This design comes from an exercise in tuning for low power on the open sky130 flow, not from production work.
Function was checked by simulation only, so behaviour that the tests miss may differ from the original.
Power and IR drop assume default switching activity.

===== config.mk =====
export PLATFORM = sky130hd
export DESIGN_NAME = mcdt_nchnl
export DESIGN_NICKNAME = mcdt_nchnl
export VERILOG_FILES = /design/flow/design.v
export SDC_FILE = /design/flow/constraint.sdc
export NUM_CORES = 4
export LEC_CHECK = 0
export CAP_MARGIN = 20
export CORE_MARGIN = 2
export CORE_UTILIZATION = 65
export PLACE_DENSITY = 0.85
export SETUP_SLACK_MARGIN = 0.15
export SLEW_MARGIN = 20

===== constraint.sdc =====
create_clock -name core_clock -period 4.0 [get_ports {clk}]
set_input_delay 0.8000 -clock core_clock [delete_from_list [all_inputs] [get_ports {clk}]]
set_output_delay 0.8000 -clock core_clock [all_outputs]
set_load 0.01 [all_outputs]

===== design.v =====
module mcdt_nchnl #(
  parameter  int N_CH  = 3,
  parameter  int DW    = 32,
  parameter  int DEPTH = 32,
  localparam int MW    = $clog2(DEPTH + 1),
  localparam int IDW   = (N_CH > 1) ? $clog2(N_CH) : 1
) (
  input  logic               clk,
  input  logic               rstn,
  input  logic [N_CH*DW-1:0] ch_data_i,
  input  logic [N_CH-1:0]    ch_valid_i,
  output logic [N_CH-1:0]    ch_ready_o,
  output logic [N_CH*MW-1:0] ch_margin_o,
  output logic [DW-1:0]      mcdt_data_o,
  output logic               mcdt_val_o,
  output logic [IDW-1:0]     mcdt_id_o
);
  localparam int AW = $clog2(DEPTH);
  logic r_run;
  always_ff @(posedge clk or posedge rstn) begin
    if (rstn) r_run <= 1'b0;
    else      r_run <= 1'b1;
  end
  logic [N_CH-1:0] w_cand;            
  logic [N_CH-1:0] w_push;
  logic [N_CH-1:0] w_pop;
  logic [DW-1:0]   w_head [N_CH];     
  logic            w_gnt_vld;
  logic [IDW-1:0]  w_gnt_id;
  logic [DW-1:0]   w_out_data;
  for (genvar k = 0; k < N_CH; k++) begin : g_ch
    logic [DW-1:0] r_mem [DEPTH];
    logic [AW-1:0] r_wr_raw, r_rd_raw;
    logic [AW-1:0] w_wr_ptr, w_rd_ptr;
    logic [MW-1:0] r_free;            
    logic          r_ne;              
    assign w_wr_ptr = r_run ? r_wr_raw : '0;
    assign w_rd_ptr = r_run ? r_rd_raw : '0;
    assign ch_ready_o[k]           = (r_free != '0);
    assign ch_margin_o[k*MW +: MW] = r_free;
    assign w_push[k]               = ch_valid_i[k] & ch_ready_o[k];
    assign w_cand[k]               = r_ne;
    assign w_pop[k]                = w_gnt_vld && (w_gnt_id == IDW'(k));
    assign w_head[k]               = r_mem[w_rd_ptr];
    for (genvar i = 0; i < DEPTH; i++) begin : g_e
      always_ff @(posedge clk) begin
        if (w_push[k] && (w_wr_ptr == AW'(i))) r_mem[i] <= ch_data_i[k*DW +: DW];
      end
    end
    always_ff @(posedge clk) begin
      if (!r_run || w_push[k]) r_wr_raw <= w_wr_ptr + AW'(w_push[k]);
      if (!r_run || w_pop[k])  r_rd_raw <= w_rd_ptr + AW'(w_pop[k]);
    end
    always_ff @(posedge clk or posedge rstn) begin
      if (rstn) begin
        r_free <= MW'(DEPTH);
        r_ne   <= 1'b0;
      end else begin
        case ({w_push[k], w_pop[k]})
          2'b10: begin
            r_free <= r_free - MW'(1);
            r_ne   <= 1'b1;
          end
          2'b01: begin
            r_free <= r_free + MW'(1);
            r_ne   <= (r_free != MW'(DEPTH - 1));    
          end
          default: ;                                  
        endcase
      end
    end
  end
  logic [IDW-1:0] r_rr_raw;
  logic [IDW-1:0] w_rr_ptr;    
  logic           w_hi_vld;
  logic [IDW-1:0] w_hi_id;
  logic [IDW-1:0] w_lo_id;
  assign w_rr_ptr  = r_run ? r_rr_raw : IDW'(N_CH - 1);
  assign w_gnt_vld = |w_cand;
  always_comb begin
    w_hi_vld = 1'b0;
    w_hi_id  = '0;
    w_lo_id  = '0;
    for (int k = N_CH - 1; k >= 0; k--) begin
      if (w_cand[k]) begin
        if (k > int'(w_rr_ptr)) begin
          w_hi_vld = 1'b1;
          w_hi_id  = IDW'(k);
        end else begin
          w_lo_id  = IDW'(k);
        end
      end
    end
    w_gnt_id = w_hi_vld ? w_hi_id : w_lo_id;
  end
  always_ff @(posedge clk) begin
    if (!r_run || w_gnt_vld) r_rr_raw <= w_gnt_vld ? w_gnt_id : IDW'(N_CH - 1);
  end
  always_comb begin
    w_out_data = '0;
    for (int k = 0; k < N_CH; k++) begin
      if (w_pop[k]) w_out_data = w_head[k];
    end
  end
  logic [DW-1:0]  r_data;
  logic           r_val;
  logic [IDW-1:0] r_id;
  always_ff @(posedge clk or posedge rstn) begin
    if (rstn) begin
      r_val  <= 1'b0;
      r_data <= '0;
      r_id   <= '0;
    end else begin
      r_val <= w_gnt_vld;
      if (w_gnt_vld) begin
        r_data <= w_out_data;
        r_id   <= w_gnt_id;
      end
    end
  end
  assign mcdt_val_o  = r_val;
  assign mcdt_data_o = r_data;
  assign mcdt_id_o   = r_id;
endmodule

===== flow/run.sh =====
#!/bin/bash
# Layout flow: the standard ORFS layout (standard.sh, standard synthesis)
# with a lower-power clock tree -- sink clusters of up to 16 flip-flops
# driven by clkbuf_8 leaf buffers, no dummy loads -- and buf_2 port buffers
# in place of the default delay-cell buffers. make's full output goes to
# flow_make.log in this folder; each ORFS step logs under orfs/logs.
set -euo pipefail
cd "$(dirname "$0")/.."
bash standard.sh \
  CTS_ARGS="-sink_clustering_enable -repair_clock_nets -sink_clustering_size 16 -sink_clustering_max_diameter 50 -dont_use_dummy_load -buf_list sky130_fd_sc_hd__clkbuf_8" \
  BUFFER_PORTS_ARGS="-buffer_cell sky130_fd_sc_hd__buf_2" \
  finish > flow_make.log 2>&1

===== standard.sh =====
#!/bin/bash
# synth_recipe.tcl (not shown) runs the flow's synth.tcl, then flattens the netlist and writes it again
# the make line also repeats each setting of config.mk as NAME=value (left out here)
make -C /OpenROAD-flow-scripts/flow DESIGN_CONFIG=/design/flow/config.mk WORK_HOME=/design/flow/orfs CLKGATE_MAP_FILE= SYNTH_SCRIPT=/design/flow/synth_recipe.tcl "${@:-finish}"

==> out/results.tsv, run 1 <==
metric	value	unit
commonest non-fill, non-tap cell in the layout	edfxtp_1	
Worst Path Buf+Inv	2	
Initial Utilization	65.4	%
Switch Pwr	14.4	mW
mux share of post-synthesis cell area	0.421	%
# placed instances	9131	
DIE WIDTH	428	um
post-synth cell types	88	
Post-Syn Instances	6606	
Syn Area/Cell	17.7	um2
Comb pwr share	10.1	%
clock latency (worst-skew pair)	1090	ps
sequential power share	64.8	%
critical path's largest stage delay	1040	ps
DR vias/cell	7.99	
Setup Viol. Count Final	2	
Int Power	44.0	mW
die height	428	um
critical path type	flop to flop	
delay-heaviest family, CP	simple AND/OR/NAND/NOR gates	
Post-Synth Adder-Cell Area	0.340	%
TritonCTS Buffers	232	
Max IR drop VDD	422	uV
worst setup margin	-60.6	ps
Net Count, Synth	6737	
largest family of logic cells by synthesized area	compound AO/OA/AOI/OAI gates	
total of max-cap violations	0	
post-route ant nets	0	
num ports	157	
initial antenna violation count	42	
IO Port Bufs	156	
Layout Skew	181	ps
die area	183000	um2
final non-filler cell total	9408	
type of origin of the critical path	flop	
Overall Global Routing Usage	42.0	%
Hold WC Path Type	input port to flop	
worst-path fanout max	35	
setup TNS	-73.6	ps
number of global-route vias before repair	72500	
Synth Area in XOR/XNOR	0.270	%
most frequent cells in the layout	3104 x edfxtp_1, 1164 x a22oi_1, 355 x buf_4	
Primary FF master, synth	edfxtp_1	
routed wire length per instance	41.4	um
clk slew on worst S/H paths	100	ps
Synth Area in Compound Gates	10.3	%
Pwr Total	58.4	mW
clock tree buffer depth	3	
layout check failures	negative setup slack	
DRC errors left	0	
gr ovfl total	0	
Final Hold Slack	197	ps
Nets	7155	
Post-synth EDFFs	3104	
row cnt	155	
# H-tree levels	4	
FF+latch count, synth	3161	
Tmin final	4060	ps
arrival time worst endpoint	5030	ps
CTS tree	built	
Detailed Routing Iterations Pass 1	10	
Warnings, synthesis	5	
Synth Cell Area	117000	um2
PwrDens	458	nW/um2
DPL Wire Length	224000	um
Leak	40.7	nW
routability cong.	0.938	
max_slew headroom	16.0	%
switch share	24.7	%
post-synthesis simple-gate area fraction	6.02	%
clock share of power	25.2	%
Core Region	179000	um2
drt initial violations	17300	
Final Max Slew Viols	0	
fillcell total	9803	
final WL	390000	um
area grow syn2layout	8.95	%
Tcrit/Tclk final	102	%
CP cell instances	buf_12, and4bb_4, and2_2, buf_4, a22oi_1, nand4_1, nor4_1, o32ai_1, a22o_1	
first-pass GRT wire length	536000	um
outcome	failed layout checks	
CP max-delay cell	nor4_1	
CP required	4970	ps
vias	75200	
Root Buffer	clkbuf_8	
Worst Setup End Kind	flop	
clock sink count	3161	
largest net degree at the start of global routing	47	
Async SR Flop Fraction	1.80	%
Worst Tran Pin Value	1260	ps
RSZ-0062 raised after global routing	yes	
Peak Freq	246	MHz
sequential share of the synthesized area	81.0	%
final hold vios	0	
layout cells sized above 1	15.1	%
dpl ws	30.5	ps
==> per-stage QoR <==
stage,cell area [um2],utilization [%]
after global routing,127000,71.3
after global placement,124000,69.4
after floorplan,117000,-
after CTS,127000,71.2
after detailed placement,124000,69.4
final,127000,71.3
==> path summary, 6_finish.rpt <==
check | from | end | slack (ps) | cells past startpoint
hold / removal | ch_data_i[88] | g_ch[2].r_mem[20][24]$_DFFE_PP_ | 200 | 1
min in group asynchronous | rstn | r_data[26]$_DFFE_PP0P_ | 320 | 3
setup reg to reg | r_run$_DFF_PP0_ | r_data[27]$_DFFE_PP0P_ | -60 | 9
hold reg to reg | r_id[1]$_DFFE_PP0P_ | r_id[1]$_DFFE_PP0P_ | 490 | 2
setup / recovery | r_run$_DFF_PP0_ | r_data[27]$_DFFE_PP0P_ | -60 | 9
max in group asynchronous | rstn | r_data[23]$_DFFE_PP0P_ | 2600 | 4
==> kinds of logic (layout without fill, tap and decap cells) <==
logic type	count (synthesis)	in the layout
xor gates and xnor gates	36	36
and+or+nand+nor	1294	1294
buffers and inverters	434	850
other	1	32
AOI/OAI and AO/OA	1602	1602
muxes	48	48
DFF	3161	3161
adders and majority gates	30	30
==> area by class of cell <==
cell class	instances	area, um2	area share [%]
Sequential cell	3161	94600	74.3
Multi-Input combinational cell	3011	21300	16.7
Timing Repair Buffer	595	5100	4.01
Clock buffer	232	3190	2.51
Tap cell	2355	2950	2.31
Inverter	23	87.6	0.0688
Antenna cell	31	77.6	0.0609
==> cell usage after synthesis (7+ instances only) <==
cell type  number  area (um2)
a22oi_1      1164        8740
nand2_1       246         923
or3_1          15        93.8
a2bb2oi_1      20         175
nand2b_1       21         131
edfxtp_1     3104       93200
o21ai_0        47         235
nor2_1        192         721
buf_4          10        75.1
and4b_1        10         100
and4_1         15         131
a21oi_1       113         566
nand3_1       107         536
and2_0          8        50.1
a2111o_1       10         113
a211oi_1       13        97.6
or2_2           7        43.8
nor3_2          7        70.1
o32ai_1         7        61.3
buf_2         148         741
ha_1           27         338
and2_1         83         519
and3_1        186        1160
mux2_2          9         101
dfrtp_1        54        1350
a222oi_1       40         400
nor4_1         53         332
buf_6          12         135
nor3_1         68         340
nor2b_1        13        81.3
a22o_1         37         324
a31oi_1        10        62.6
xnor2_1        30         263
a221oi_1       23         201
clkbuf_1      220         826
o31ai_1         7        52.6
inv_1          22        82.6
mux2i_1        39         390
nand4_1       220        1380
a2111oi_0      47         412
buf_1          20        75.1
==> flip-flops by register name, summed over array words and instances, names as in the netlist <==
register / cells
g_ch.r_ne: 3
r_rr_raw: 2
r_run: 1
r_val: 1
g_ch.r_rd_raw: 15
r_id: 2
g_ch.r_wr_raw: 15
r_data: 32
g_ch.r_free: 18
g_ch.r_mem: 3072
==> power groups by stage <==
stage	clock network, mW	logic (mW)	registers (mW)
finish	14.7	5.87	37.8
global route	15.5	5.96	37.8
CTS	14.4	5.49	37.7
detailed placement	0	5.46	38.5
global placement	0	5.30	38.4
floorplan	0	2.46	38.3
==> layer usage <==
layer | global-route usage (%) | vias up | wire, um
met3 | 16.1 | 2427 | 77000
li1 | - | 27800 | -
met2 | 59.9 | 9459 | 163000
met1 | 52.4 | 35500 | 110000
met5 | 0.234 | - | 414
met4 | 32.1 | 30 | 39500
==> worst reg2reg max path, delay by kind of cell, from the launching register on <==
kind	cells	cell delay [ps]
simple gates	4	1990
compound gates	3	900
flops	1	580
buf+inv	2	470
==> repair_timing <==
item,CTS,global route
gates resized for setup,2,12
buffers inserted,0,11
pin swaps,0,1
hold endpoints to repair,24,0
hold buffers,1,0
setup endpoints to repair,2,17
==> run 2, diff against run 1 <==
--- a/design.v
+++ b/design.v
@@ -33,9 +33,11 @@
     logic [AW-1:0] r_wr_raw, r_rd_raw;
+    logic [MW-1:0] r_free_raw;        
+    logic          r_ne;              
     logic [AW-1:0] w_wr_ptr, w_rd_ptr;
-    logic [MW-1:0] r_free;            
-    logic          r_ne;              
-    assign w_wr_ptr = r_run ? r_wr_raw : '0;
-    assign w_rd_ptr = r_run ? r_rd_raw : '0;
-    assign ch_ready_o[k]           = (r_free != '0);
-    assign ch_margin_o[k*MW +: MW] = r_free;
+    logic [MW-1:0] w_free;
+    assign w_wr_ptr = r_run ? r_wr_raw  : '0;
+    assign w_rd_ptr = r_run ? r_rd_raw  : '0;
+    assign w_free   = r_run ? r_free_raw : MW'(DEPTH);
+    assign ch_ready_o[k]           = (w_free != '0);
+    assign ch_margin_o[k*MW +: MW] = w_free;
     assign w_push[k]               = ch_valid_i[k] & ch_ready_o[k];
@@ -52,20 +54,9 @@
       if (!r_run || w_pop[k])  r_rd_raw <= w_rd_ptr + AW'(w_pop[k]);
+      if (!r_run || (w_push[k] != w_pop[k]))
+        r_free_raw <= (w_push[k] && !w_pop[k]) ? w_free - MW'(1) :
+                      (w_pop[k] && !w_push[k]) ? w_free + MW'(1) : w_free;
     end
     always_ff @(posedge clk or posedge rstn) begin
-      if (rstn) begin
-        r_free <= MW'(DEPTH);
-        r_ne   <= 1'b0;
-      end else begin
-        case ({w_push[k], w_pop[k]})
-          2'b10: begin
-            r_free <= r_free - MW'(1);
-            r_ne   <= 1'b1;
-          end
-          2'b01: begin
-            r_free <= r_free + MW'(1);
-            r_ne   <= (r_free != MW'(DEPTH - 1));    
-          end
-          default: ;                                  
-        endcase
-      end
+      if (rstn)                        r_ne <= 1'b0;
+      else if (w_push[k] != w_pop[k])  r_ne <= w_push[k] | (w_free != MW'(DEPTH - 1));
     end
@@ -104,16 +95,13 @@
   end
-  logic [DW-1:0]  r_data;
   logic           r_val;
-  logic [IDW-1:0] r_id;
+  logic [DW-1:0]  r_data_raw;
+  logic [IDW-1:0] r_id_raw;
   always_ff @(posedge clk or posedge rstn) begin
-    if (rstn) begin
-      r_val  <= 1'b0;
-      r_data <= '0;
-      r_id   <= '0;
-    end else begin
-      r_val <= w_gnt_vld;
-      if (w_gnt_vld) begin
-        r_data <= w_out_data;
-        r_id   <= w_gnt_id;
-      end
+    if (rstn) r_val <= 1'b0;
+    else      r_val <= w_gnt_vld;
+  end
+  always_ff @(posedge clk) begin
+    if (!r_run || w_gnt_vld) begin
+      r_data_raw <= w_out_data;
+      r_id_raw   <= w_gnt_vld ? w_gnt_id : '0;
     end
@@ -121,4 +109,4 @@
   assign mcdt_val_o  = r_val;
-  assign mcdt_data_o = r_data;
-  assign mcdt_id_o   = r_id;
+  assign mcdt_data_o = r_run ? r_data_raw : '0;
+  assign mcdt_id_o   = r_run ? r_id_raw   : '0;
 endmodule
--- a/config.mk
+++ b/config.mk
@@ -11,3 +11,3 @@
 export PLACE_DENSITY = 0.85
-export SETUP_SLACK_MARGIN = 0.15
+export SETUP_SLACK_MARGIN = 0.4
 export SLEW_MARGIN = 20
==> run 2 against run 1 <==
Effect of this change:
- now clean on timing, DRC and antenna
- routed wire length is 3.4% lower
- register-to-register slack improved by 250 ps
- critical endpoint is now r_data_raw[23]$_DFFE_PP_
- clock skew is 27 ps lower
- maximum frequency increased by 6.5%
- sequential power is 1% lower
==> out/results.tsv, run 2 <==
metric	value	unit	change
outcome	finished clean		was failed layout checks
Regs by FF count	g_ch.r_mem: 3072 flops, r_data_raw: 32 flops, g_ch.r_free_raw: 18 flops		was g_ch.r_mem: 3072 flops, r_data: 32 flops, g_ch.r_free: 18 flops
share of Yosys cell area claimed by the top area cell type	81.6	%	was 79.7%
most frequent cells in the layout	3155 x edfxtp_1, 1188 x a22oi_1, 365 x buf_4		was 3104 x edfxtp_1, 1164 x a22oi_1, 355 x buf_4
Critical R2R Capture	r_data_raw[23]$_DFFE_PP_		was r_data[27]$_DFFE_PP0P_
die area	182000	um2	was 183000 um2
Leak	40.0	nW	was 40.7 nW
layout cells sized above 1	15.7	%	was 15.1%
synth top area cells	edfxtp_1 82%, a22oi_1 7.7%, nand4_1 1.1%		was edfxtp_1 80%, a22oi_1 7.5%, nand4_1 1.2%
total of max-cap violations	0		unchanged
# placed instances	9133		was 9131
# H-tree levels	4		unchanged
HP Start	ch_valid_i[2]		was ch_data_i[88]
drt initial violations	17100		was 17300
Post-Syn Instances	6574		was 6606
Hold WC Path Type	input port to flop		unchanged
Layout Skew	154	ps	was 181 ps
Worst Tran Pin Value	1310	ps	was 1260 ps
initial antenna violation count	56		was 42
area of the multi-input gates	21100	um2	was 21300 um2
fillcell total	9574		was 9803
DIE WIDTH	427	um	was 428 um
critical path's largest stage delay	690	ps	was 1040 ps
commonest non-fill, non-tap cell in the layout	edfxtp_1		unchanged
clock sink count	3160		was 3161
Core Region	178000	um2	was 179000 um2
sequential share of the synthesized area	81.7	%	was 81.0%
Nets	7200		was 7155
Pwr Total	56.8	mW	was 58.4 mW
top-count cell post-synth	edfxtp_1		unchanged
CTS tree	built		unchanged
Detailed Routing Iterations Pass 1	9		was 10
RSZ-0062 raised after global routing	yes		unchanged
Net Count, Synth	6697		was 6737
clk slew on worst S/H paths	100	ps	about the same
Syn Area/Cell	17.7	um2	about the same
Tmin final	3810	ps	was 4060 ps
Async SR Flop Fraction	0.158	%	was 1.80%
path depth of the worst reg2reg path	8		was 9
clock tree buffer depth	3		unchanged
die height	427	um	was 428 um
worst setup margin	188	ps	was -60.6 ps
clock latency (worst-skew pair)	1090	ps	about the same
CP required	4810	ps	was 4970 ps
max_slew headroom	12.8	%	was 16.0%
WP depth	8		was 9
IO Port Bufs	156		unchanged
number of global-route vias before repair	71300		was 72500
FF+latch count, synth	3160		was 3161
final hold vios	0		unchanged
Worst Setup End Kind	flop		unchanged
gr ovfl total	0		unchanged
TritonCTS Buffers	228		was 232
worst-path fanout max	8		was 35
Peak Freq	262	MHz	was 246 MHz
Final Max Slew Viols	0		unchanged
row cnt	155		unchanged
CP cell instances	nand2b_2, buf_4, nor2_4, a222oi_1, nand4_1, nor2_1, a21oi_1, or3_1		was buf_12, and4bb_4, and2_2, buf_4, a22oi_1, nand4_1, nor4_1, o32ai_1, a22o_1
Synth Cell Area	116000	um2	was 117000 um2
r2r startpoint	g_ch[0].r_rd_raw[2]$_DFFE_PP_		was r_run$_DFF_PP0_
reg2reg setup slack	190	ps	was -60 ps
num ports	157		unchanged
Primary FF master, synth	edfxtp_1		unchanged
Hold Path End	g_ch[2].r_ne$_DFFE_PP0P_		was g_ch[2].r_mem[20][24]$_DFFE_PP_
delay-heaviest family, CP	simple AND/OR/NAND/NOR gates		unchanged
Yosys top cell by area	edfxtp_1		unchanged
post-synth cell types	79		was 88
post-route ant nets	0		unchanged
Warnings, synthesis	5		unchanged
Overall Global Routing Usage	40.5	%	was 42.0%
PwrDens	443	nW/um2	was 458 nW/um2
Initial Utilization	65.2	%	was 65.4%
routability cong.	0.932		was 0.938
DPL Wire Length	213000	um	was 224000 um
Synth top cells by count	3155 x edfxtp_1, 1188 x a22oi_1, 310 x nand2_1		was 3104 x edfxtp_1, 1164 x a22oi_1, 246 x nand2_1
Root Buffer	clkbuf_8		unchanged
max reg flops	3072		unchanged
type of origin of the critical path	flop		unchanged
dpl ws	-116	ps	was 30.5 ps
critical path type	flop to flop		unchanged
DR vias/cell	7.84		was 7.99
CP max-delay cell	a222oi_1		was nor4_1
arrival time worst endpoint	4630	ps	was 5030 ps
Worst Hold Path Cells	3		was 1
Setup Viol. Count Final	0		was 2
Register Area	94900	um2	was 94600 um2
Reg with most FFs	g_ch.r_mem		unchanged
area grow syn2layout	10.3	%	was 8.95%
Tcrit/Tclk final	95.3	%	was 102%
final WL	377000	um	was 390000 um
routed wire length per instance	39.8	um	was 41.4 um
Max IR drop VDD	392	uV	was 422 uV
Worst Path Buf+Inv	1		was 2
final non-filler cell total	9465		was 9408
Post-synth EDFFs	3155		was 3104
vias	74200		was 75200
first-pass GRT wire length	512000	um	was 536000 um
largest net degree at the start of global routing	61		was 47
DRC errors left	0		unchanged
==> run 2: metrics by stage <==
stage / TNS, ps / util, % / instance area (um2) / hold WS (ps)
3_3_place_gp: -57.7 / 69.7 / 124000 / 620
4_1_cts: 0 / 71.6 / 128000 / 58.1
3_5_place_dp: -156 / 69.7 / 124000 / 651
5_1_grt: 0 / 71.9 / 128000 / 121
2_1_floorplan: -16180 / - / 116000 / 527
6_report: 0 / 71.9 / 128000 / 106
==> run 2: cells by family (layout without fill, tap and decap cells) <==
logic type | Yosys count | count (layout) | synth area share (%)
xor gates and xnor gates | 35 | 35 | 0.264
buffers and inverters | 400 | 893 | 1.42
other | 1 | 36 | 0.00323
muxes | 56 | 56 | 0.498
and+or+nand+nor | 1202 | 1210 | 5.19
AOI/OAI and AO/OA | 1698 | 1698 | 10.7
adders and majority gates | 22 | 22 | 0.237
DFF | 3160 | 3160 | 81.7
==> run 2: report_power, final <==
part / switching [mW] / internal [mW] / total, mW
clock network: 9.54 / 5.06 / 14.6
logic: 3.48 / 1.25 / 4.73
registers: 0.405 / 37.0 / 37.4
total: 13.4 / 43.3 / 56.8
==> run 2: how the worst max path moves through the flow <==
stage / start / to / slack [ps]
final: g_ch[0].r_rd_raw[2]$_DFFE_PP_ / r_data_raw[23]$_DFFE_PP_ / 190
after global routing: g_ch[0].r_rd_raw[0]$_DFFE_PP_ / r_data_raw[24]$_DFFE_PP_ / 240
after CTS: g_ch[0].r_rd_raw[2]$_DFFE_PP_ / r_data_raw[23]$_DFFE_PP_ / 270
after detailed placement: r_run$_DFF_PP0_ / r_data_raw[19]$_DFFE_PP_ / -120
after global placement: r_run$_DFF_PP0_ / r_data_raw[19]$_DFFE_PP_ / -60
after floorplan: r_run$_DFF_PP0_ / g_ch[0].r_mem[10][0]$_DFFE_PP_ / -60
==> run 2: worst reg2reg max path, cell delays in order (launching register included) <==
cell and delay, ps:
edfxtp_1 610, nand2b_2 410, buf_4 280, nor2_4 100, a222oi_1 700, nand4_1 300, nor2_1 430, a21oi_1 280
or3_1 430
==> run 2: cell type report <==
class	count	share of cell area, %
Tap cell	2355	2.30
Sequential cell	3160	74.1
Timing Repair Buffer	632	4.47
Antenna cell	35	0.0684
Inverter	33	0.0968
Clock buffer	228	2.45
Multi-Input combinational cell	3022	16.5
==> run 2: what timing repair did <==
item	in CTS	in global routing
pin swaps	12	16
endpoints found under the hold margin	5	0
gates cloned	1	7
hold buffers	1	0
setup buffers	26	34
resized for setup	16	18
endpoints found under the setup margin	86	137
==> run 2: routing by layer <==
layer  vias to the layer above  share of wire [%]  wire length (um)  global-route usage [%]
li1                      27800                  -                 -                       -
met1                     35000                 28            105000                    50.5
met2                      9175                 43            162000                    58.7
met3                      2201                 19             73200                    14.4
met4                        46                9.6             36200                    30.3
met5                         -              0.092               345                       0
==> run 3, diff against run 2 <==
--- a/config.mk
+++ b/config.mk
@@ -9,4 +9,4 @@
 export CORE_MARGIN = 2
-export CORE_UTILIZATION = 65
-export PLACE_DENSITY = 0.85
+export CORE_UTILIZATION = 55
+export PLACE_DENSITY = 0.75
 export SETUP_SLACK_MARGIN = 0.4
==> run 3 against run 2 <==
Effect of this change:
- cell count up 5.7%
- cell area up 1.4%
- synthesized cell count unchanged
- die area up 18%
- critical path type unchanged
- global-route usage down 6.2 points
- first-iteration DRC count down 13%
==> out/results.tsv, run 3 <==
metric	value	unit	change
outcome	finished clean		unchanged
share of Yosys cell area claimed by the top area cell type	81.6	%	unchanged
max_slew headroom	16.3	%	was 12.8%
Layout Skew	123	ps	was 154 ps
Max IR drop VDD	407	uV	was 392 uV
Tmin final	3790	ps	was 3810 ps
DR vias/cell	7.18		was 7.84
GRT met2 Usage	50.7	%	was 58.7%
Detailed Routing Iterations Pass 1	8		was 9
Reg with most FFs	g_ch.r_mem		unchanged
clk slew on worst S/H paths	100	ps	about the same
r2r startpoint	r_run$_DFF_PP0_		was g_ch[0].r_rd_raw[2]$_DFFE_PP_
num ports	157		unchanged
clock latency (worst-skew pair)	1080	ps	was 1090 ps
largest net degree at the start of global routing	38		was 61
Peak Freq	264	MHz	was 262 MHz
row cnt	168		was 155
Leak	40.6	nW	was 40.0 nW
reg2reg setup slack	210	ps	was 190 ps
clock tree buffer depth	4		was 3
Root Buffer	clkbuf_8		unchanged
first-pass GRT wire length	519000	um	was 512000 um
HP Start	ch_valid_i[2]		unchanged
Setup Viol. Count Final	0		unchanged
Async SR Flop Fraction	0.158	%	unchanged
layout cells sized above 1	17.1	%	was 15.7%
arrival time worst endpoint	4530	ps	was 4630 ps
Regs by FF count	g_ch.r_mem: 3072 flops, r_data_raw: 32 flops, g_ch.r_free_raw: 18 flops		unchanged
Nets	7299		was 7200
IO Port Bufs	156		unchanged
DPL Wire Length	219000	um	was 213000 um
top-count cell post-synth	edfxtp_1		unchanged
die height	463	um	was 427 um
Final Max Slew Viols	0		unchanged
Tcrit/Tclk final	94.7	%	was 95.3%
Syn Area/Cell	17.7	um2	unchanged
fillcell total	14400		was 9574
RSZ-0062 raised after global routing	yes		unchanged
FF+latch count, synth	3160		unchanged
number of global-route vias before repair	68400		was 71300
synth top area cells	edfxtp_1 82%, a22oi_1 7.7%, nand4_1 1.1%		unchanged
final WL	375000	um	was 377000 um
die area	215000	um2	was 182000 um2
worst-path fanout max	25		was 8
Worst Setup End Kind	flop		unchanged
DIE WIDTH	463	um	was 427 um
TritonCTS Buffers	276		was 228
Core Region	210000	um2	was 178000 um2
final hold vios	0		unchanged
post-synth cell types	79		unchanged
area grow syn2layout	11.8	%	was 10.3%
Worst Tran Pin Value	1250	ps	was 1310 ps
Primary FF master, synth	edfxtp_1		unchanged
Synth Cell Area	116000	um2	unchanged
commonest non-fill, non-tap cell in the layout	edfxtp_1		unchanged
routability cong.	0.921		was 0.932
met3 Use GR	9.61	%	was 14.4%
routed wire length per instance	37.5	um	was 39.8 um
PwrDens	447	nW/um2	was 443 nW/um2
DRC errors left	0		unchanged
Worst Hold Path Cells	3		unchanged
total of max-cap violations	0		unchanged
final non-filler cell total	10000		was 9465
Warnings, synthesis	5		unchanged
CP required	4740	ps	was 4810 ps
Post-synth EDFFs	3155		unchanged
post-route ant nets	0		unchanged
Hold Path End	g_ch[2].r_ne$_DFFE_PP0P_		unchanged
global routing usage on met1	45.7	%	was 50.5%
Overall Global Routing Usage	34.3	%	was 40.5%
Hold WC Path Type	input port to flop		unchanged
Initial Utilization	55.3	%	was 65.2%
initial antenna violation count	42		was 56
CTS tree	built		unchanged
vias	71900		was 74200
max reg flops	3072		unchanged
Synth top cells by count	3155 x edfxtp_1, 1188 x a22oi_1, 310 x nand2_1		unchanged
Final Util	61.9	%	was 71.9%
Net Count, Synth	6697		unchanged
# H-tree levels	5		was 4
# placed instances	9611		was 9133
drt initial violations	14900		was 17100
Critical R2R Capture	r_data_raw[16]$_DFFE_PP_		was r_data_raw[23]$_DFFE_PP_
gr ovfl total	0		unchanged
gr busiest metal	met2		unchanged
most frequent cells in the layout	3155 x edfxtp_1, 1187 x a22oi_1, 408 x buf_4		was 3155 x edfxtp_1, 1188 x a22oi_1, 365 x buf_4
clock sink count	3160		unchanged
sequential share of the synthesized area	81.7	%	unchanged
Post-Syn Instances	6574		unchanged
Yosys top cell by area	edfxtp_1		unchanged
path depth of the worst reg2reg path	10		was 8
critical path type	flop to flop		unchanged
type of origin of the critical path	flop		unchanged
==> run 3: cell counts after synthesis <==
No cell type changed its count.
==> run 3: what timing repair did <==
item                                   4_1_cts  5_1_grt
gates resized for setup                     25       26
hold buffers                                 1        0
cloned                                       9        0
setup endpoints to repair                  277      577
buffers inserted                            61       19
pin swaps                                   28        6
endpoints found under the hold margin        5        0
==> run 3: critical path: stages, from the launching register on <==
cell,delay [ps]
dfrtp_4,620
buf_4,280
nand4b_1,500
nor2_4,150
buf_4,280
a22oi_1,230
nand2_1,90
nor4_1,540
a21oi_2,290
buf_4,210
a211o_1,230
==> run 3: worst max-delay path by stage <==
| stage | endpoint | startpoint | slack [ps] | cells after the start |
|---|---|---|---|---|
| CTS | g_ch[1].r_mem[1][27]$_DFFE_PP_ | r_run$_DFF_PP0_ | 400 | 9 |
| global route | r_data_raw[16]$_DFFE_PP_ | r_run$_DFF_PP0_ | 290 | 10 |
| global placement | r_data_raw[29]$_DFFE_PP_ | r_run$_DFF_PP0_ | -10 | 9 |
| finish | r_data_raw[16]$_DFFE_PP_ | r_run$_DFF_PP0_ | 210 | 10 |
| floorplan | g_ch[0].r_mem[10][0]$_DFFE_PP_ | r_run$_DFF_PP0_ | -60 | 13 |
| detailed placement | r_data_raw[29]$_DFFE_PP_ | r_run$_DFF_PP0_ | -100 | 9 |
==> run 3: metal layers <==
metal	vias up	routed length (um)	part of all wire, %
li1	28000	-	-
met1	35100	120000	32
met2	7253	164000	44
met3	1465	62600	17
met4	18	28300	7.6
met5	-	102	0.027
==> run 3: per-stage QoR <==
step                      area [um2]  setup TNS (ps)  setup WS (ps)  power (mW)  hold WS (ps)
after global routing          130000               0            289        59.2           117
after floorplan               116000          -16180          -59.1        39.8           527
after CTS                     129000               0            400        57.8          48.5
after global placement        125000           -10.8          -10.8        42.3           622
final                         130000               0            214        58.1           108
after detailed placement      125000            -311          -97.2        42.4           645
==> run 3: layout make-up <==
| cell class | instances | area [um2] | area share (%) |
|---|---|---|---|
| Clock buffer | 276 | 3800 | 2.93 |
| Sequential cell | 3160 | 94900 | 73.1 |
| Timing Repair Buffer | 682 | 6140 | 4.73 |
| Inverter | 33 | 124 | 0.0955 |
| Tap cell | 2805 | 3510 | 2.70 |
| Multi-Input combinational cell | 3023 | 21300 | 16.4 |
| Antenna cell | 25 | 62.6 | 0.0482 |
==> run 3: power breakdown <==
part | leakage (nW) | switching, mW | internal [mW] | total (mW)
registers | 28.6 | 0.403 | 37.0 | 37.4
logic | 10.0 | 3.30 | 1.24 | 4.54
clock network | 1.98 | 9.89 | 6.20 | 16.1
==> run 3: kinds of logic (layout without fill, tap and decap cells) <==
group                    Yosys count  after routing  synth area share, %
flip-flops                      3160           3160                 81.7
adder cells (fa/ha/maj)           22             22                0.237
XOR/XNOR                          35             35                0.264
AND/OR/NAND/NOR                 1202           1211                 5.19
multiplexers                      56             56                0.498
AO/OA/AOI/OAI                   1698           1698                 10.7
other                              1             26              0.00323
buffers and inverters            400            991                 1.42
==> run 4, diff against run 3 <==
--- a/flow/run.sh
+++ b/flow/run.sh
@@ -9,3 +9,3 @@
 bash standard.sh \
-  CTS_ARGS="-sink_clustering_enable -repair_clock_nets -sink_clustering_size 16 -sink_clustering_max_diameter 50 -dont_use_dummy_load -buf_list sky130_fd_sc_hd__clkbuf_8" \
+  CTS_ARGS="-sink_clustering_enable -repair_clock_nets -sink_clustering_size 16 -sink_clustering_max_diameter 60 -dont_use_dummy_load -buf_list sky130_fd_sc_hd__clkbuf_8" \
   BUFFER_PORTS_ARGS="-buffer_cell sky130_fd_sc_hd__buf_2" \
--- a/config.mk
+++ b/config.mk
@@ -11,3 +11,3 @@
 export PLACE_DENSITY = 0.75
-export SETUP_SLACK_MARGIN = 0.4
+export SETUP_SLACK_MARGIN = 0.3
 export SLEW_MARGIN = 20
==> run 4 against run 3 <==
Effect of this change:
- sequential cell count is the same
- utilization is 0.73 points lower
- cell area decreased by 1.2%
- critical path depth is 1 lower
- combinational power fell by 2%
- via count fell by 1.1%
- register-to-register slack improved by 30 ps
- first-iteration DRC count shrank 6.9%
- largest cell class unchanged
==> out/results.tsv, run 4 <==
metric	value	unit	change
PwrDens	439	nW/um2	was 447 nW/um2
Core Region	210000	um2	unchanged
CP cell instances	or4b_1, nor2_4, buf_4, a22oi_1, nand4_1, nor3_1, a21oi_1, buf_4, or3_1		was buf_4, nand4b_1, nor2_4, buf_4, a22oi_1, nand2_1, nor4_1, a21oi_2, buf_4, a211o_1
die area	215000	um2	unchanged
Layout Skew	122	ps	was 123 ps
initial antenna violation count	47		was 42
max reg flops	3072		unchanged
outcome	finished clean		unchanged
switch share	23.3	%	was 23.4%
clock latency (worst-skew pair)	1060	ps	was 1080 ps
Post-Syn Instances	6574		unchanged
crit path to	r_data_raw[1]$_DFFE_PP_		was r_data_raw[16]$_DFFE_PP_
Peak Freq	266	MHz	was 264 MHz
Warnings, synthesis	5		unchanged
clock tree buffer depth	3		was 4
setup TNS	0	ps	unchanged
DPL Wire Length	218000	um	was 219000 um
number of global-route vias before repair	67300		was 68400
Synth top cells by count	3155 x edfxtp_1, 1188 x a22oi_1, 310 x nand2_1		unchanged
clk slew on worst S/H paths	100	ps	about the same
Synth Cell Area	116000	um2	unchanged
row cnt	168		unchanged
final hold vios	0		unchanged
CP required	4880	ps	was 4740 ps
Initial Utilization	55.3	%	unchanged
gr ovfl total	0		unchanged
CTS tree	built		unchanged
Reg with most FFs	g_ch.r_mem		unchanged
Nets	7189		was 7299
Worst Path Buf+Inv	2		was 3
Net Count, Synth	6697		unchanged
critical path type	flop to flop		unchanged
Leak	39.9	nW	was 40.6 nW
routability cong.	0.934		was 0.921
Post-synth EDFFs	3155		unchanged
Tcrit/Tclk final	94.0	%	was 94.7%
max_slew headroom	9.45	%	was 16.3%
Critical R2R Capture	r_data_raw[1]$_DFFE_PP_		was r_data_raw[16]$_DFFE_PP_
r2r startpoint	g_ch[1].r_rd_raw[0]$_DFFE_PP_		was r_run$_DFF_PP0_
routed wire length per instance	37.5	um	about the same
Overall Global Routing Usage	33.8	%	was 34.3%
DIE WIDTH	463	um	unchanged
num ports	157		unchanged
post-synth cell types	79		unchanged
CP startpoint	g_ch[1].r_rd_raw[0]$_DFFE_PP_		was r_run$_DFF_PP0_
Design Area, Final	128000	um2	was 130000 um2
# H-tree levels	4		was 5
RSZ-0062 raised after global routing	yes		unchanged
Setup Viol. Count Final	0		unchanged
type of origin of the critical path	flop		unchanged
area grow syn2layout	10.4	%	was 11.8%
delay-heaviest family, CP	simple AND/OR/NAND/NOR gates		unchanged
share of Yosys cell area claimed by the top area cell type	81.6	%	unchanged
sequential share of the synthesized area	81.7	%	unchanged
first-pass GRT wire length	512000	um	was 519000 um
arrival time worst endpoint	4640	ps	was 4530 ps
critical path's largest stage delay	760	ps	was 620 ps
Syn Area/Cell	17.7	um2	unchanged
post-route ant nets	0		unchanged
final WL	371000	um	was 375000 um
Async SR Flop Fraction	0.158	%	unchanged
path depth of the worst reg2reg path	9		was 10
drt initial violations	13900		was 14900
Root Buffer	clkbuf_8		unchanged
Final Max Slew Viols	0		unchanged
layout cells sized above 1	15.6	%	was 17.1%
largest net degree at the start of global routing	40		was 38
CP max-delay cell	or4b_1		was dfrtp_4
top-count cell post-synth	edfxtp_1		unchanged
WP depth	9		was 10
Hold WC Path Type	input port to flop		unchanged
Int Power	43.2	mW	was 44.5 mW
DR vias/cell	7.18		about the same
DRC errors left	0		unchanged
FF+latch count, synth	3160		unchanged
worst-path fanout max	15		was 25
Worst Tran Pin Value	1360	ps	was 1250 ps
Yosys top cell by area	edfxtp_1		unchanged
synth top area cells	edfxtp_1 82%, a22oi_1 7.7%, nand4_1 1.1%		unchanged
IO Port Bufs	156		unchanged
die height	463	um	unchanged
total of max-cap violations	0		unchanged
Tmin final	3760	ps	was 3790 ps
clock sink count	3160		unchanged
Regs by FF count	g_ch.r_mem: 3072 flops, r_data_raw: 32 flops, g_ch.r_free_raw: 18 flops		unchanged
vias	71100		was 71900
commonest non-fill, non-tap cell in the layout	edfxtp_1		unchanged
clock share of power	25.7	%	was 27.7%
Worst Setup End Kind	flop		unchanged
Detailed Routing Iterations Pass 1	7		was 8
Comb pwr share	7.9	%	was 7.8%
most frequent cells in the layout	3155 x edfxtp_1, 1188 x a22oi_1, 386 x buf_4		was 3155 x edfxtp_1, 1187 x a22oi_1, 408 x buf_4
Primary FF master, synth	edfxtp_1		unchanged
Max IR drop VDD	399	uV	was 407 uV
sequential power share	66.4	%	was 64.5%
TritonCTS Buffers	222		was 276
placed cell areas	125000	um2	about the same
Switch Pwr	13.1	mW	was 13.6 mW
most used cell, CP	buf_4		unchanged
reg2reg setup slack	240	ps	was 210 ps
==> run 4: cell types whose count changed in the layout (fill, tap and decap cells not counted), sizes merged <==
| cell | before | now |
|---|---|---|
| buf | 681 | 633 |
| clkbuf | 276 | 222 |
| clkinv | 1 | 0 |
| diode | 25 | 33 |
| inv | 32 | 33 |
| nor2 | 290 | 282 |
==> run 4: layout make-up <==
class | count | area (um2)
clock buffer | 222 | 3060
tap | 2805 | 3510
antenna | 33 | 82.6
inverter | 33 | 124
multi-input combinational | 3015 | 21100
timing repair buffer | 634 | 5530
fill | 14700 | 81600
sequential | 3160 | 94900
==> run 4: timing repair <==
| action | in CTS | in global routing |
|---|---|---|
| hold endpoints to repair | 5 | 0 |
| hold buffers | 1 | 0 |
| gates cloned | 0 | 1 |
| pin swaps | 1 | 9 |
| setup endpoints to repair | 5 | 11 |
| resized for setup | 8 | 13 |
| buffers inserted | 1 | 29 |
==> run 4: kinds of logic after synthesis <==
group / count (synthesis) / share of synthesized area, %
AO/OA/AOI/OAI: 1698 / 10.7
AND/OR/NAND/NOR: 1202 / 5.19
multiplexers: 56 / 0.498
other: 1 / 0.00323
buffers and inverters: 400 / 1.42
XOR/XNOR: 35 / 0.264
flip-flops: 3160 / 81.7
adder cells (fa/ha/maj): 22 / 0.237
==> run 4: through the flow <==
| stage | hold WS [ps] | std cells | setup slack [ps] | total power, mW | util (%) |
|---|---|---|---|---|---|
| floorplan | 527 | 6574 | -190 | 39.8 | - |
| global placement | 621 | 9613 | -301 | 42.3 | 59.4 |
| detailed placement | 640 | 9613 | -230 | 42.4 | 59.4 |
| CTS | 54.2 | 9837 | 204 | 56.1 | 60.9 |
| global route | 91.1 | 9897 | 264 | 57.4 | 61.1 |
| finish | 115 | 9902 | 239 | 56.3 | 61.1 |
==> run 4: worst min-delay path by stage <==
stage                                         from                        to  slack, ps  depth (start not counted)
finish                               ch_valid_i[0]  g_ch[0].r_ne$_DFFE_PP0P_        120                          3
global route                         ch_valid_i[0]  g_ch[0].r_ne$_DFFE_PP0P_         90                          3
CTS                                  ch_valid_i[0]  g_ch[0].r_ne$_DFFE_PP0P_         50                          3
detailed placement  g_ch[2].r_mem[0][31]$_DFFE_PP_  r_data_raw[31]$_DFFE_PP_        640                          3
global placement    g_ch[2].r_mem[0][26]$_DFFE_PP_  r_data_raw[26]$_DFFE_PP_        620                          2
floorplan                 g_ch[0].r_ne$_DFFE_PP0P_  g_ch[0].r_ne$_DFFE_PP0P_        530                          1
==> run 4: power by group through the flow <==
stage / clock network [mW] / logic (mW) / registers (mW)
global placement: 0 / 4.14 / 38.1
CTS: 14.4 / 4.26 / 37.4
global route: 15.4 / 4.58 / 37.4
finish: 14.5 / 4.44 / 37.4
floorplan: 0 / 1.87 / 37.9
detailed placement: 0 / 4.24 / 38.1
==> run 4: per-layer routing <==
layer	vias to the layer above	GRT usage, %	part of all wire [%]
met5	-	0	0.068
met4	36	19.3	7.0
met3	1239	8.37	16
met2	6736	50.2	44
met1	35300	46.1	33
li1	27800	-	-
==> run 4: worst reg2reg max path, stage by stage, from the launching register on <==
cell,delay (ps)
edfxtp_1,570
or4b_1,760
nor2_4,700
buf_4,320
a22oi_1,80
nand4_1,110
nor3_1,70
a21oi_1,540
buf_4,340
or3_1,130
==> run 5, diff against run 4 <==
--- a/flow/run.sh
+++ b/flow/run.sh
@@ -9,3 +9,3 @@
 bash standard.sh \
-  CTS_ARGS="-sink_clustering_enable -repair_clock_nets -sink_clustering_size 16 -sink_clustering_max_diameter 60 -dont_use_dummy_load -buf_list sky130_fd_sc_hd__clkbuf_8" \
+  CTS_ARGS="-sink_clustering_enable -repair_clock_nets -sink_clustering_size 16 -sink_clustering_max_diameter 45 -dont_use_dummy_load -buf_list sky130_fd_sc_hd__clkbuf_8" \
   BUFFER_PORTS_ARGS="-buffer_cell sky130_fd_sc_hd__buf_2" \
--- a/config.mk
+++ b/config.mk
@@ -9,5 +9,5 @@
 export CORE_MARGIN = 2
-export CORE_UTILIZATION = 55
-export PLACE_DENSITY = 0.75
-export SETUP_SLACK_MARGIN = 0.3
+export CORE_UTILIZATION = 70
+export PLACE_DENSITY = 0.88
+export SETUP_SLACK_MARGIN = 0.4
 export SLEW_MARGIN = 20
==> run 5 against run 4 <==
Effect of this change:
- now fails the layout checks on negative setup slack
- sequential power is essentially flat
- via count up 11%
- sequential cell count did not move
- cell count shrank 5.1%
- sequential share of layout area decreased by 0.54 points
- register-to-register slack got worse by 330 ps
- global-route usage up 13 points
- clock power grew 14%
==> out/results.tsv, run 5 <==
metric	value	unit	change
clock tree buffer depth	4		was 3
commonest non-fill, non-tap cell in the layout	edfxtp_1		unchanged
most frequent cells in the layout	3155 x edfxtp_1, 1187 x a22oi_1, 372 x buf_4		was 3155 x edfxtp_1, 1188 x a22oi_1, 386 x buf_4
type of origin of the critical path	flop		unchanged
routed wire length per instance	43.5	um	was 37.5 um
largest net degree at the start of global routing	35		was 40
outcome	failed layout checks		was finished clean
Regs by FF count	g_ch.r_mem: 3072 flops, r_data_raw: 32 flops, g_ch.r_free_raw: 18 flops		unchanged
FF+latch count, synth	3160		unchanged
Nets	7275		was 7189
critical path's largest stage delay	1090	ps	was 760 ps
delay-heaviest family, CP	compound AO/OA/AOI/OAI gates		was simple AND/OR/NAND/NOR gates
Worst Tran Pin Value	1420	ps	was 1360 ps
Worst Path Buf+Inv	4		was 2
worst-path fanout max	31		was 15
TritonCTS Buffers	276		was 222
Final Max Slew Viols	0		unchanged
Setup Viol. Count Final	2		was 0
Reg with most FFs	g_ch.r_mem		unchanged
clock sink count	3160		unchanged
Peak Freq	245	MHz	was 266 MHz
area grow syn2layout	11.3	%	was 10.4%
Net Count, Synth	6697		unchanged
Max IR drop VDD	480	uV	was 399 uV
Root Buffer	clkbuf_8		unchanged
# H-tree levels	5		was 4
post-route ant nets	0		unchanged
Initial Utilization	70.4	%	was 55.3%
Final Hold Slack	100	ps	was 115 ps
most used cell, CP	buf_12		was buf_4
Warnings, synthesis	5		unchanged
DR vias/cell	8.36		was 7.18
Detailed Routing Iterations Pass 1	13		was 7
Overall Global Routing Usage	46.5	%	was 33.8%
vias	78600		was 71100
number of global-route vias before repair	75200		was 67300
PwrDens	458	nW/um2	was 439 nW/um2
Post-Syn Instances	6574		unchanged
max reg flops	3072		unchanged
Synth Cell Area	116000	um2	unchanged
CP cell instances	buf_4, buf_12, nand4b_2, buf_6, nor2_2, buf_12, a22o_1, a221oi_1, nand4_1, nor3_1, o211ai_1		was or4b_1, nor2_4, buf_4, a22oi_1, nand4_1, nor3_1, a21oi_1, buf_4, or3_1
Leak	40.6	nW	was 39.9 nW
CTS tree	built		unchanged
die height	411	um	was 463 um
routability cong.	0.930		was 0.934
CP required	4830	ps	was 4880 ps
Hold WC Path Type	input port to flop		unchanged
layout check failures	negative setup slack		
DIE WIDTH	411	um	was 463 um
row cnt	149		was 168
post-synth cell types	79		unchanged
IO Port Bufs	156		unchanged
synth top area cells	edfxtp_1 82%, a22oi_1 7.7%, nand4_1 1.1%		unchanged
worst setup margin	-88.9	ps	was 239 ps
Tmin final	4090	ps	was 3760 ps
final WL	408000	um	was 371000 um
Core Region	165000	um2	was 210000 um2
CP max-delay cell	a221oi_1		was or4b_1
Tcrit/Tclk final	102	%	was 94.0%
fillcell total	7391		was 14700
DRC errors left	0		unchanged
Async SR Flop Fraction	0.158	%	unchanged
Post-synth EDFFs	3155		unchanged
initial antenna violation count	54		was 47
top-count cell post-synth	edfxtp_1		unchanged
Yosys top cell by area	edfxtp_1		unchanged
final hold vios	0		unchanged
dpl ws	-142	ps	was -230 ps
max_slew headroom	5.66	%	was 9.45%
drt initial violations	20600		was 13900
critical path type	flop to flop		unchanged
gr ovfl total	0		unchanged
layout cells sized above 1	17.2	%	was 15.6%
Syn Area/Cell	17.7	um2	unchanged
clock latency (worst-skew pair)	1130	ps	was 1060 ps
num ports	157		unchanged
Worst Setup End Kind	flop		unchanged
arrival time worst endpoint	4920	ps	was 4640 ps
first-pass GRT wire length	543000	um	was 512000 um
DPL Wire Length	215000	um	was 218000 um
RSZ-0062 raised after global routing	yes		unchanged
die area	169000	um2	was 215000 um2
sequential share of the synthesized area	81.7	%	unchanged
share of Yosys cell area claimed by the top area cell type	81.6	%	unchanged
Synth top cells by count	3155 x edfxtp_1, 1188 x a22oi_1, 310 x nand2_1		unchanged
Layout Skew	120	ps	was 122 ps
total of max-cap violations	0		unchanged
clk slew on worst S/H paths	100	ps	about the same
Primary FF master, synth	edfxtp_1		unchanged
[run 5: cell counts after synthesis]
No cell type changed its count.
[run 5: logic make-up (layout without fill, tap and decap cells)]
logic type	after synthesis	after routing	synth area share, %
xor+xnor	35	35	0.264
simple gates	1202	1214	5.19
flops	3160	3160	81.7
compound gates	1698	1698	10.7
other cells	1	63	0.00323
buf+inv	400	964	1.42
mux	56	56	0.498
fa+ha+maj	22	22	0.237
[run 5: power breakdown]
part | switching, mW | leakage, nW | internal [mW] | total [mW]
logic | 3.79 | 9.98 | 1.31 | 5.10
clock network | 10.4 | 1.98 | 6.21 | 16.6
registers | 0.441 | 28.6 | 37.0 | 37.5
[run 5: path summary, 6_finish.rpt]
check                                               from                  endpoint  cells after the start  slack (ps)
worst max-delay path                     r_run$_DFF_PP0_  r_data_raw[13]$_DFFE_PP_                     11         -90
worst min-delay path                       ch_valid_i[0]  g_ch[0].r_ne$_DFFE_PP0P_                      3         100
worst max register to register           r_run$_DFF_PP0_  r_data_raw[13]$_DFFE_PP_                     11         -90
worst min register to register  g_ch[1].r_ne$_DFFE_PP0P_  g_ch[1].r_ne$_DFFE_PP0P_                      1         640
max in group asynchronous                           rstn  g_ch[2].r_ne$_DFFE_PP0P_                      3        3190
min in group asynchronous                           rstn           r_run$_DFF_PP0_                      3         300
[run 5: cell type report]
cell class,instances,area [um2],share of cell area [%]
Clock buffer,276,3800,2.94
Tap cell,2189,2740,2.12
Inverter,33,124,0.0959
Sequential cell,3160,94900,73.4
Timing Repair Buffer,655,6050,4.68
Antenna cell,62,155,0.120
Multi-Input combinational cell,3026,21400,16.6
[run 5: worst register-to-register path, delay by kind of cell (launching register included)]
kind / cells / cell delay (ps)
AO/OA/AOI/OAI: 3 / 1490
AND/OR/NAND/NOR: 4 / 950
buffers and inverters: 4 / 820
flip-flops: 1 / 560
[run 5: per-stage QoR]
step                TNS [ps]  cells  utilization [%]  cell area (um2)  total power [mW]
floorplan             -16180   6574                -           116000              39.8
global placement       -66.8   8951             75.1           124000              42.2
detailed placement      -225   8953             75.1           124000              42.4
CTS                        0   9284             77.8           128000              57.7
global route               0   9367             78.3           129000              59.6
finish                 -94.0   9401             78.4           129000              59.1
[run 5: metal layers]
layer | vias up | track usage [%] | part of all wire [%]
li1 | 28000 | - | -
met1 | 36200 | 54.8 | 26
met2 | 10900 | 65.3 | 41
met3 | 3363 | 23.2 | 21
met4 | 58 | 35.7 | 11
met5 | - | 1.16 | 0.25
[run 5: what timing repair did]
| action | in CTS | in global routing |
|---|---|---|
| hold endpoints to repair | 5 | 0 |
| setup buffers | 43 | 53 |
| hold buffers | 1 | 0 |
| gates resized for setup | 39 | 56 |
| setup endpoints to repair | 464 | 161 |
| pin swaps | 22 | 29 |
| cloned | 11 | 1 |
==> run 6, diff against run 5 <==
==> flow/run.sh (replaced) <==
#!/bin/bash
# Layout flow: the standard ORFS layout (standard.sh, standard synthesis)
# with a lower-power clock tree -- sink clusters of up to 18 flip-flops
# driven by clkbuf_8 leaf buffers, no dummy loads -- and buf_2 port buffers
# in place of the default delay-cell buffers. make's full output goes to
# flow_make.log in this folder; each ORFS step logs under orfs/logs.
set -euo pipefail
cd "$(dirname "$0")/.."
bash standard.sh \
  CTS_ARGS="-sink_clustering_enable -repair_clock_nets -sink_clustering_size 18 -sink_clustering_max_diameter 60 -dont_use_dummy_load -buf_list sky130_fd_sc_hd__clkbuf_8" \
  BUFFER_PORTS_ARGS="-buffer_cell sky130_fd_sc_hd__buf_2" \
  finish > flow_make.log 2>&1
--- a/config.mk
+++ b/config.mk
@@ -9,5 +9,5 @@
 export CORE_MARGIN = 2
-export CORE_UTILIZATION = 70
-export PLACE_DENSITY = 0.88
-export SETUP_SLACK_MARGIN = 0.4
+export CORE_UTILIZATION = 55
+export PLACE_DENSITY = 0.75
+export SETUP_SLACK_MARGIN = 0.3
 export SLEW_MARGIN = 20
==> run 6 against run 5 <==
Effect of this change:
- the run now finishes clean
- clock power shrank 16%
- clock-buffer cell count fell by 73
- via count fell by 9.8%
- largest cell class unchanged
- highest routed layer unchanged
==> out/results.tsv, run 6 <==
metric	value	unit	change
post-route ant nets	0		unchanged
area grow syn2layout	10.2	%	was 11.3%
TritonCTS Buffers	203		was 276
drt initial violations	14400		was 20600
PwrDens	436	nW/um2	was 458 nW/um2
sequential power share	67.0	%	was 63.4%
clk slew on worst S/H paths	110	ps	was 100 ps
row cnt	168		was 149
vias	70900		was 78600
Comb pwr share	8.0	%	was 8.6%
Layout Skew	190	ps	was 120 ps
DPL Wire Length	218000	um	was 215000 um
r2r startpoint	r_run$_DFF_PP0_		unchanged
CTS tree	built		unchanged
Hold WC Path Type	input port to flop		unchanged
IO Port Bufs	156		unchanged
final non-filler cell total	9887		was 9401
CP cell instances	buf_12, nor4bb_2, buf_4, and2_2, buf_4, a22oi_1, nand4_1, nor4_1, a21oi_1, or3_1		was buf_4, buf_12, nand4b_2, buf_6, nor2_2, buf_12, a22o_1, a221oi_1, nand4_1, nor3_1, o211ai_1
number of global-route vias before repair	67000		was 75200
WP depth	10		was 11
Synth top cells by count	3155 x edfxtp_1, 1188 x a22oi_1, 310 x nand2_1		unchanged
Final Hold Slack	84.8	ps	was 100 ps
Tcrit/Tclk final	93.7	%	was 102%
Critical R2R Capture	r_data_raw[17]$_DFFE_PP_		was r_data_raw[13]$_DFFE_PP_
max reg flops	3072		unchanged
final hold vios	0		unchanged
final WL	371000	um	was 408000 um
Tmin final	3750	ps	was 4090 ps
FF+latch count, synth	3160		unchanged
share of Yosys cell area claimed by the top area cell type	81.6	%	unchanged
post-synth cell types	79		unchanged
gr ovfl total	0		unchanged
num ports	157		unchanged
path depth of the worst reg2reg path	10		was 11
Reg with most FFs	g_ch.r_mem		unchanged
routability cong.	0.934		was 0.930
DR vias/cell	7.17		was 8.36
Root Buffer	clkbuf_8		unchanged
Detailed Routing Iterations Pass 1	9		was 13
Worst Tran Pin Value	1330	ps	was 1420 ps
Switch Pwr	13.0	mW	was 14.6 mW
switch share	23.4	%	was 24.7%
Overall Global Routing Usage	33.8	%	was 46.5%
Initial Utilization	55.3	%	was 70.4%
placed cell areas	125000	um2	was 124000 um2
clock sink count	3160		unchanged
DRC errors left	0		unchanged
sequential share of the synthesized area	81.7	%	unchanged
Post-synth EDFFs	3155		unchanged
most used cell, CP	buf_4		was buf_12
Final Util	61.0	%	was 78.4%
Leak	39.8	nW	was 40.6 nW
die area	215000	um2	was 169000 um2
reg2reg setup slack	250	ps	was -90 ps
max_slew headroom	11.3	%	was 5.66%
clock share of power	25.0	%	was 28.0%
critical path's largest stage delay	560	ps	was 1090 ps
die height	463	um	was 411 um
largest net degree at the start of global routing	40		was 35
Yosys top cell by area	edfxtp_1		unchanged
clock latency (worst-skew pair)	1090	ps	was 1130 ps
Warnings, synthesis	5		unchanged
worst-path fanout max	36		was 31
Setup Viol. Count Final	0		was 2
RSZ-0062 raised after global routing	yes		unchanged
initial antenna violation count	51		was 54
Primary FF master, synth	edfxtp_1		unchanged
crit path to	r_data_raw[17]$_DFFE_PP_		was r_data_raw[13]$_DFFE_PP_
Final Max Slew Viols	0		unchanged
outcome	finished clean		was failed layout checks
Int Power	42.8	mW	was 44.6 mW
Worst Path Buf+Inv	3		was 4
Core Region	210000	um2	was 165000 um2
Post-Syn Instances	6574		unchanged
# H-tree levels	4		was 5
Worst Setup End Kind	flop		unchanged
Max IR drop VDD	450	uV	was 480 uV
Syn Area/Cell	17.7	um2	unchanged
commonest non-fill, non-tap cell in the layout	edfxtp_1		unchanged
layout cells sized above 1	15.3	%	was 17.2%
Peak Freq	267	MHz	was 245 MHz
type of origin of the critical path	flop		unchanged
CP max-delay cell	dfrtp_4		was a221oi_1
setup TNS	0	ps	was -94.0 ps
total of max-cap violations	0		unchanged
Synth Cell Area	116000	um2	unchanged
synth top area cells	edfxtp_1 82%, a22oi_1 7.7%, nand4_1 1.1%		unchanged
delay-heaviest family, CP	simple AND/OR/NAND/NOR gates		was compound AO/OA/AOI/OAI gates
Async SR Flop Fraction	0.158	%	unchanged
Design Area, Final	128000	um2	was 129000 um2
CP required	4790	ps	was 4830 ps
most frequent cells in the layout	3155 x edfxtp_1, 1188 x a22oi_1, 379 x buf_4		was 3155 x edfxtp_1, 1187 x a22oi_1, 372 x buf_4
DIE WIDTH	463	um	was 411 um
first-pass GRT wire length	511000	um	was 543000 um
arrival time worst endpoint	4540	ps	was 4920 ps
routed wire length per instance	37.5	um	was 43.5 um
Net Count, Synth	6697		unchanged
top-count cell post-synth	edfxtp_1		unchanged
Regs by FF count	g_ch.r_mem: 3072 flops, r_data_raw: 32 flops, g_ch.r_free_raw: 18 flops		unchanged
# placed instances	9613		was 8953
CP startpoint	r_run$_DFF_PP0_		unchanged
critical path type	flop to flop		unchanged
clock tree buffer depth	3		was 4
Nets	7166		was 7275
run 6: cell counts after synthesis:
Identical to the previous run, type by type.
run 6: worst reg2reg max path, cell delays in order (launching register included):
cell and delay (ps):
dfrtp_4 560, buf_12 210, nor4bb_2 270, buf_4 170
and2_2 350, buf_4 300, a22oi_1 260, nand4_1 160
nor4_1 460, a21oi_1 310, or3_1 460
run 6: logic make-up (layout without fill, tap and decap cells):
logic type	count (synthesis)	after routing	synth area share, %
AOI/OAI and AO/OA	1698	1698	10.7
xor gates and xnor gates	35	35	0.264
adders and majority gates	22	22	0.237
buffers and inverters	400	866	1.42
DFF	3160	3160	81.7
muxes	56	56	0.498
other	1	42	0.00323
and+or+nand+nor	1202	1203	5.19
run 6: worst min-delay path by stage:
stage,slack (ps),startpoint,to,cells past startpoint
after global routing,80,ch_valid_i[0],g_ch[0].r_ne$_DFFE_PP0P_,3
final,80,ch_valid_i[0],g_ch[0].r_ne$_DFFE_PP0P_,3
after detailed placement,640,g_ch[2].r_mem[0][31]$_DFFE_PP_,r_data_raw[31]$_DFFE_PP_,3
after floorplan,530,g_ch[0].r_ne$_DFFE_PP0P_,g_ch[0].r_ne$_DFFE_PP0P_,1
after global placement,620,g_ch[2].r_mem[0][26]$_DFFE_PP_,r_data_raw[26]$_DFFE_PP_,2
after CTS,40,ch_valid_i[0],g_ch[0].r_ne$_DFFE_PP0P_,3
run 6: area by class of cell:
type / instances / area, um2
multi-input cells: 3015 / 21000
clock buffers: 203 / 2790
flip-flops and latches: 3160 / 94900
inverters: 33 / 124
diodes: 41 / 103
well taps: 2805 / 3510
repair buffers: 630 / 5530
fillers: 14800 / 81800
run 6: repair_timing:
item	in CTS	in global routing
hold endpoints to repair	5	0
gates resized for setup	8	11
hold buffers	1	0
cloned	0	1
pin swaps	1	9
setup buffers	1	25
endpoints found under the setup margin	5	22
run 6: metal layers:
layer  vias up  share of wire [%]  wire [um]  GRT usage [%]
met4        38                6.8      25300           19.1
met3      1221                 16      58900           8.29
li1      27800                  -          -              -
met5         -              0.070        261              0
met1     35100                 33     122000           46.2
met2      6830                 44     164000           50.2
run 6: power groups by stage:
stage / registers [mW] / clock network, mW / logic, mW
after detailed placement: 38.1 / 0 / 4.24
final: 37.4 / 14.0 / 4.45
after global placement: 38.1 / 0 / 4.14
after CTS: 37.4 / 13.9 / 4.26
after global routing: 37.4 / 14.9 / 4.58
after floorplan: 37.9 / 0 / 1.87
run 6: per-stage QoR:
step / setup WS (ps) / total power [mW]
detailed placement: -230 / 42.4
finish: 251 / 55.8
global placement: -301 / 42.3
global route: 245 / 56.9
CTS: 179 / 55.5
floorplan: -190 / 39.8

## separate check: timing with driven ports
No port has a modelled driver above. Below, the same layouts with a new extraction and two added sets of constraints. Step 1: set_driving_cell puts a clkbuf_16 on clk and a buf_2 on each other input, an assumption about the parent block. Step 2 moves the port delays by t, midway between the first and last clock arrival at a register: inputs arrive t later, outputs are due t later. That takes back most of the time a late clock gives input paths. Three values: no drivers, after step 1, after step 2; two values: the first two.
| run | t (ns) | slack for setup (ns) | hold slack, ns | latest minus earliest clock arrival (ns) | cell pins on the clock port's net |
|---|---|---|---|---|---|
| run 1 | 1.089 | -0.061 / -0.061 / -0.061 | 0.197 / 0.131 / 0.485 | 0.187 / 0.188 | 1 |
| run 2 | 1.106 | 0.188 / 0.188 / 0.188 | 0.106 / 0.044 / 0.672 | 0.179 / 0.179 | 1 |
| run 3 | 1.116 | 0.214 / 0.214 / 0.214 | 0.108 / 0.043 / 0.638 | 0.138 / 0.139 | 1 |
| run 4 | 1.101 | 0.239 / 0.239 / 0.239 | 0.115 / 0.044 / 0.668 | 0.133 / 0.133 | 1 |
| run 5 | 1.167 | -0.089 / -0.089 / -0.089 | 0.100 / 0.026 / 0.640 | 0.129 / 0.130 | 1 |
| run 6 | 1.080 | 0.251 / 0.251 / 0.251 | 0.085 / 0.027 / 0.664 | 0.200 / 0.200 | 1 |
